This design comes from an exercise in tuning for small area, a short achievable clock period and few clock cycles per item on the open sky130 flow, not from production work.
Function was checked by simulation only, so behaviour that the tests miss may differ from the original.
Power figures rest on the tool's default switching activity, not on a simulated workload.

== the reference run ==
Design hs_npu_cmd_scheduler, start of the top module:
module hs_npu_cmd_scheduler #(
  parameter int unsigned NUM_CORES = 4,
  parameter int unsigned CMD_WIDTH = 256,
  parameter int unsigned CMD_DEPTH = 8,
  parameter int unsigned CNT_W     = $clog2(CMD_DEPTH + 1)
) (
  input  logic                  clk,
  input  logic                  rst_n,
  input  logic                  cmd_valid_i,
  output logic                  cmd_ready_o,
  input  logic [CMD_WIDTH-1:0]  cmd_data_i,
  input  logic                  cmd_barrier_i,
  input  logic                  flush_i,
  output logic [NUM_CORES-1:0]  core_exec_valid_o,
  input  logic [NUM_CORES-1:0]  core_exec_ready_i,
  output logic [CMD_WIDTH-1:0]  core_cmd_o,
  input  logic [NUM_CORES-1:0]  core_done_i,
  output logic [NUM_CORES-1:0]  core_busy_o,
  output logic [CNT_W-1:0]      queue_count_o,
  output logic [31:0]           completed_count_o,
  output logic                  idle_o,
  output logic                  err_o
);
  localparam int unsigned SLICES = 4;
  localparam int unsigned SW     = CMD_WIDTH / SLICES;
  logic [CMD_WIDTH-1:0] mem     [CMD_DEPTH];
  logic [CMD_DEPTH-1:0] mem_bar;
  logic [CMD_DEPTH-1:0] rd_oh, wr_oh, rd_inc, rd_inc2, wr_nx;
  logic [CNT_W-1:0]     count, count_nx;
  logic [NUM_CORES-1:0] busy, busy_nx, free_nx, done_busy, valid, valid_nx, pick0, pick1;
  logic                 full, full_nx, push, hs, any_valid, idle_q;
  logic                 ge1, ge2, ge3;           
  logic                 fr1, fr2;                
  logic                 free1, free2, free_all, done1, done2;
  logic                 bar0, bar1, bar2, bar0_nx, bar1_nx, off0, off1;
  logic [CMD_WIDTH-1:0] ocmd, ocmd_nx;
  logic [31:0]          done_cnt;
  assign push = cmd_valid_i & ~full & ~flush_i;
  ...
Size in the first run: ~570 I/O pins.
==> flow/config.mk <==
export PLATFORM = sky130hd
export DESIGN_NAME = hs_npu_cmd_scheduler
export DESIGN_NICKNAME = hs_npu_cmd_scheduler
export VERILOG_FILES = /design/flow/design.v
export SDC_FILE = /design/flow/constraint.sdc
export NUM_CORES = 4
export LEC_CHECK = 0
export CAP_MARGIN = 20
export CORE_MARGIN = 2
export CORE_UTILIZATION = 50
export CTS_CLUSTER_DIAMETER = 60
export CTS_CLUSTER_SIZE = 30
export SETUP_SLACK_MARGIN = 2.1
export SLEW_MARGIN = 30
export SYNTH_HIERARCHICAL = 1
==> flow/constraint.sdc <==
create_clock -name core_clock -period 4.5 [get_ports {clk}]
set_input_delay 0.9000 -clock core_clock [delete_from_list [all_inputs] [get_ports {clk}]]
set_output_delay 0.9000 -clock core_clock [all_outputs]
set_load 0.01 [all_outputs]
run.sh (not shown) runs the stock make flow with config.mk's settings and CLKGATE_MAP_FILE= SYNTH_SCRIPT=/design/flow/synth_recipe.tcl, a recipe that flattens the netlist after the stock synthesis.
Testbench counts of the reference run, summed over its fixed seeds: cycles 4,434, items 2,400.
Input-level comparison between the trial run and the reference run:
# the reference run
export LEC_CHECK = 0
export CAP_MARGIN = 20
export CORE_MARGIN = 2
export CORE_UTILIZATION = 50
export CTS_CLUSTER_DIAMETER = 60
export CTS_CLUSTER_SIZE = 30
export SETUP_SLACK_MARGIN = 2.1
export SLEW_MARGIN = 30
export SYNTH_HIERARCHICAL = 1
create_clock -name core_clock -period 4.5 [get_ports {clk}]
# the trial run
export LEC_CHECK = 0
export CAP_MARGIN = 20
export CORE_MARGIN = 2
export CORE_UTILIZATION = 40
export CTS_CLUSTER_DIAMETER = 60
export CTS_CLUSTER_SIZE = 30
export SETUP_SLACK_MARGIN = 2.1
export SLEW_MARGIN = 30
export SYNTH_HIERARCHICAL = 1
create_clock -name core_clock -period 4.5 [get_ports {clk}]
==> flow/flow/run.sh (new file) <==
#!/bin/bash
# The standard layout, with a plain buf_4 in place of the default port buffer
# cell (every input and output port still gets its own buffer).
set -euo pipefail
export BUFFER_PORTS_ARGS="-buffer_cell sky130_fd_sc_hd__buf_4"
bash standard.sh > standard.log 2>&1
==> flow/standard.sh (new file) <==
#!/bin/bash
# synth_recipe.tcl (not shown) runs the flow's synth.tcl, then flattens the netlist and writes it again
# the make line also repeats each setting of config.mk as NAME=value (left out here)
make -C /OpenROAD-flow-scripts/flow DESIGN_CONFIG=/design/flow/config.mk WORK_HOME=/design/flow/orfs CLKGATE_MAP_FILE= SYNTH_SCRIPT=/design/flow/synth_recipe.tcl "${@:-finish}"
removed: flow/run.sh
==> comparison <==
- | number of buffers added by the clock tree synthesis step | the trial run vs the reference run | 2.7% higher |
- Summary of the trial run over the reference run: clock latency at the later pin of the worst-skew pair now sits at about the same level, switching power share of the total now sits higher, final setup slack of the worst path now sits higher, pre-CTS setup slack now sits higher, internal power of the cells now sits higher.
- The trial run vs the reference run: post-layout total power up slightly
- A kind of critical path of flip-flop to flip-flop is what the trial run shows, while primary input to flip-flop belongs to the reference run.
- Taking the reference run as the reference, in the trial run sequential group share of total power went down 0.8 points, post-route worst hold slack down 0.16 ns, sum of routed wire length over all layers +2.2%.
- Between the trial run and the reference run, the difference in share of the final layout cell area in multi-input gates is negligible.


P:
hs_npu_cmd_scheduler, a different RTL version from the one above (not shown whole).
Size: ~2400 flip-flops, about 570 I/O pins, about 85000 um2 of cells after synthesis.
clock: 4.5 ns
lec_check: 0
cap_margin: 20
core_margin: 2
core_utilization: 40
cts_cluster_diameter: 60
cts_cluster_size: 30
setup_slack_margin: 2.1
slew_margin: 30
synth_hierarchical: 1
standard.sh (not shown) runs the stock make flow with config.mk's settings and CLKGATE_MAP_FILE= SYNTH_SCRIPT=/design/flow/synth_recipe.tcl, a recipe that flattens the netlist after the stock synthesis.
==> flow/flow/run.sh <==
#!/bin/bash
# The standard layout, with a plain buf_4 in place of the default port buffer
# cell (every input and output port still gets its own buffer).
set -euo pipefail
export BUFFER_PORTS_ARGS="-buffer_cell sky130_fd_sc_hd__buf_4"
bash standard.sh > standard.log 2>&1
P finished all stages; the layout is clean.
Testbench counts of P, summed over its fixed seeds: cycles 4,434, items 2,400.
> inputs changed (P -> Q)
==> flow/run.sh (new file) <==
#!/bin/bash
# synth_recipe.tcl (not shown) runs the flow's synth.tcl, then flattens the netlist and writes it again
# the make line also repeats each setting of config.mk as NAME=value (left out here)
make -C /OpenROAD-flow-scripts/flow DESIGN_CONFIG=/design/flow/config.mk WORK_HOME=/design/flow/orfs CLKGATE_MAP_FILE= SYNTH_SCRIPT=/design/flow/synth_recipe.tcl finish
removed: flow/flow/run.sh
removed: flow/standard.sh
Results
Taking P as the reference, in Q worst path setup slack after routing fell by 0.12 ns, synthesized area about even.
Synthesized cell count came out exactly the same in P and Q.
In Q the worst hold slack after final layout turned out 0.19 ns higher than in P.
Number of nets in the layout for Q: 73 up relative to P
When the final numbers for P and Q were put side by side, the routed wire length turned out to be smaller in P.
Sequential share of layout area is higher on P
A endpoint of the worst setup timing path of ocmd[156] is what P shows, while ocmd[112] belongs to Q.

## what the ideal ports hide
No port has a modelled driver above. Below, the same layouts with a new extraction and two added sets of constraints.
Step 1: set_driving_cell puts a clkbuf_16 on clk and a buf_2 on each other input, an assumption about the parent block.
Step 2 moves the port delays by t, midway between the first and last clock arrival at a register: inputs arrive t later, outputs are due t later. That takes back most of the time a late clock gives input paths.
a / b / c = ideal ports / drivers / drivers and shift; a / b = the first two.
run | t, ns | setup slack, ns | pins driven straight from the clock port
the reference run | 0.899 | 1.867 / 1.881 / 0.998 | 1
the trial run | 0.907 | 1.936 / 1.936 / 1.188 | 1
P | 0.909 | 1.838 / 1.838 / 1.114 | 1
Q | 0.914 | 1.720 / 1.777 / 0.863 | 1
After both steps every run listed still meets setup and hold. The setup slack of the reference run, which loses most, moves by +0.014 ns with the drivers and by -0.869 ns with both steps.
